This design comes from an exercise in tuning for small area and few clock cycles per item on the open sky130 flow, not from production work. At most, simulation tests tie the RTL to the original design; equivalence was not proved.

// sobel_top
module sobel_top (
    input  logic       clk,
    input  logic       rst_n,
    input  logic       pix_valid,
    output logic       pix_ready,
    input  logic [7:0] pix,
    output logic       edge_valid,
    input  logic       edge_ready,
    output logic       edge_bit,
    output logic       edge_last       
);
Size: about 16 I/O pins, roughly 0.017 mm^2 of cells after synthesis.
Settings: LEC_CHECK=0, CAP_MARGIN=20, CORE_MARGIN=2, CORE_UTILIZATION=40, CTS_BUF_LIST=sky130_fd_sc_hd__clkbuf_8, CTS_CLUSTER_DIAMETER=60, CTS_CLUSTER_SIZE=18, PLACE_DENSITY=0.6, SLEW_MARGIN=20; clock period 8.0 ns.
standard.sh (not shown) runs the stock make flow with config.mk's settings and CLKGATE_MAP_FILE= SYNTH_SCRIPT=/design/flow/synth_recipe.tcl, a recipe that flattens the netlist after the stock synthesis.
==> flow/flow/run.sh <==
#!/bin/bash
# Own layout flow: the standard layout (standard.sh, unchanged synthesis,
# placement, routing and power grid), with the clock tree built from
# clkbuf_8 sink clusters and without CTS dummy loads. The full make output
# goes to standard.log here; ORFS's per-step logs are under orfs/logs.
set -euo pipefail
export CTS_ARGS="-sink_clustering_enable -repair_clock_nets -sink_clustering_size 18 -sink_clustering_max_diameter 60 -buf_list sky130_fd_sc_hd__clkbuf_8 -dont_use_dummy_load"
bash standard.sh > standard.log 2>&1
Testbench counts at the start, summed over its fixed seeds: cycles 24,856, pixels 24,576.
Edit:
--- a/flow/design.v
+++ b/flow/design.v
@@ -30,21 +30,20 @@
     logic         fin;            
     logic [7:0]   ibuf;           
     logic         ibuf_v;
     logic [9:0]        v1, v0;        
     logic [8:0]        d1, d0;        
     logic [7:0] tap_a, tap_b;
     logic       can_load, r0, r1, at_i, at_f, idle;
     logic       acc, wl, wf, fin_step, wsh, emit, col0, use_new;
     logic [4:0] icol_n, rf_n;
     logic       fl_n, fin_n;
-    logic       tmask;            
     logic       unew;             
     assign tap_a = ring_a[255:248];
     assign tap_b = ring_b[255:248];
     assign can_load = !edge_valid || edge_ready;
     assign r0       = fl || (rf == 5'd0);
     assign r1       = !fl && (rf == 5'd1);
     assign at_i     = (tapcol == icol);
     assign at_f     = (tapcol == rf);
     assign idle     = r0 && (icol == 5'd0) && !fl;
     assign acc       = ibuf_v && at_i && (r0 ? (!fl || (rf != icol) || can_load) : can_load);
@@ -52,21 +51,21 @@
     assign wl       = acc && !r0;                  
     assign wf       = fl && at_f && can_load;      
     assign fin_step = fin && can_load;
     assign wsh      = wl || wf;
     assign col0     = fl ? (rf == 5'd0) : (icol == 5'd0);    
     assign use_new  = unew;                        
     assign emit     = (wl && !(r1 && icol == 5'd0)) || wf || fin_step;
     logic [7:0]        top, bot;
     logic [9:0]        vn;
     logic [8:0]        dn;
-    assign top = tmask ? tap_b : 8'd0;
+    assign top = tap_b;                           
     assign bot = fl ? 8'd0 : ibuf;
     logic [7:0] dn_s;
     logic       dn_c;
     logic [8:0] s1, c1;
     for (genvar i = 0; i < 9; i++) begin : g_csa
         logic a, m, c;
         assign a     = (i < 8) ? top[i] : 1'b0;
         assign m     = (i > 0) ? tap_a[i-1] : 1'b0;
         assign c     = (i < 8) ? bot[i] : 1'b0;
         assign s1[i] = a ^ m ^ c;
@@ -244,28 +243,28 @@
             8'd141: tq = 8'd51;
             8'd142: tq = 8'd48;
             8'd143: tq = 8'd45;
             8'd144: tq = 8'd42;
             8'd145: tq = 8'd38;
             8'd146: tq = 8'd34;
             8'd147: tq = 8'd29;
             8'd148: tq = 8'd24;
             8'd149: tq = 8'd17;
             8'd150: tq = 8'd0;
-            default: tq = 8'd0;             
+            default: tq = 8'hxx;            
         endcase
     end
     assign cmp = {1'b0, b[7:0]} + {1'b0, ~tq} + {8'd0, sy};
     assign is_edge  = (ax > 10'd150) || (|b[9:8]) || cmp[8];
     always_ff @(posedge clk) begin
         ring_a <= {ring_a[247:0], acc ? ibuf : tap_a};
-        ring_b <= {ring_b[247:0], acc ? tap_a : tap_b};
+        ring_b <= {ring_b[247:0], acc ? (r0 ? 8'd0 : tap_a) : tap_b};
     end
     always_ff @(posedge clk) begin
         if (pix_ready) ibuf <= pix;
         if (wsh) begin
             v1 <= vn;
             d1 <= dn;
             v0 <= col0 ? 10'd0 : v1;              
             d0 <= col0 ? 9'd0 : d1;
         end
         if (can_load && emit) begin
@@ -308,21 +307,20 @@
             rf_n = rf + 5'd1;                     
         end
         if (wf && rf == 5'd31) begin
             fl_n  = 1'b0;
             fin_n = 1'b1;
         end else if (fin_step) begin
             fin_n = 1'b0;
         end
     end
     always_ff @(posedge clk) begin
-        tmask <= fl_n || (rf_n > 5'd1);
         unew  <= !(fl_n ? (rf_n == 5'd0) : (icol_n == 5'd0)) && !fin_n;
     end
     always_ff @(posedge clk) begin
         tapcol <= (idle && !acc) ? 5'd0 : tapcol + 5'd1;
     end
 endmodule
 module rca #(
     parameter int W = 8
 ) (
     input  logic [W-1:0] a,
After rerunning: Utilization rose by 0.33 points. Worst hold slack loses 0.0072 ns. Final cell count rose by 2.5%. Cell area rose by 0.53%. First-iteration DRC count rose by 16%. Die area barely changes. Routed wire length rose by 1.7%. Register-to-register slack gains 0.03 ns. Synthesized cell count rose by 2.8%. Setup slack gains 0.028 ns.
Function not checked in the second run of this note: the RTL went through the layout flow alone.

## port drivers added, routing unchanged
The flow's constraints put no driver on any port. The routed layouts listed below were extracted and timed again, unchanged, in two steps. Step 1 (the two cells are an assumption about what drives the block):
set clk [get_ports {clk}]
set_driving_cell -lib_cell sky130_fd_sc_hd__clkbuf_16 $clk
set_driving_cell -lib_cell sky130_fd_sc_hd__buf_2 [delete_from_list [all_inputs] $clk]
Step 2, shift: input delay + t, output delay - t, t = (earliest + latest rising clock arrival at the registers) / 2. This alone moves slack from input paths to output paths. a / b / c = ideal ports / drivers / drivers and shift; a / b = the first two.
| run | shift t [ns] | slack for setup (ns) | hold slack, ns | slew at the worst register clock pin (ns) |
|---|---|---|---|---|
| the first run | 0.591 | 0.544 / 0.544 / 0.544 | 0.294 / 0.294 / 0.294 | 0.10 / 0.10 |
| the second run | 0.584 | 0.573 / 0.573 / 0.573 | 0.287 / 0.287 / 0.287 | 0.11 / 0.11 |
After both steps setup and hold are still met in every run listed.
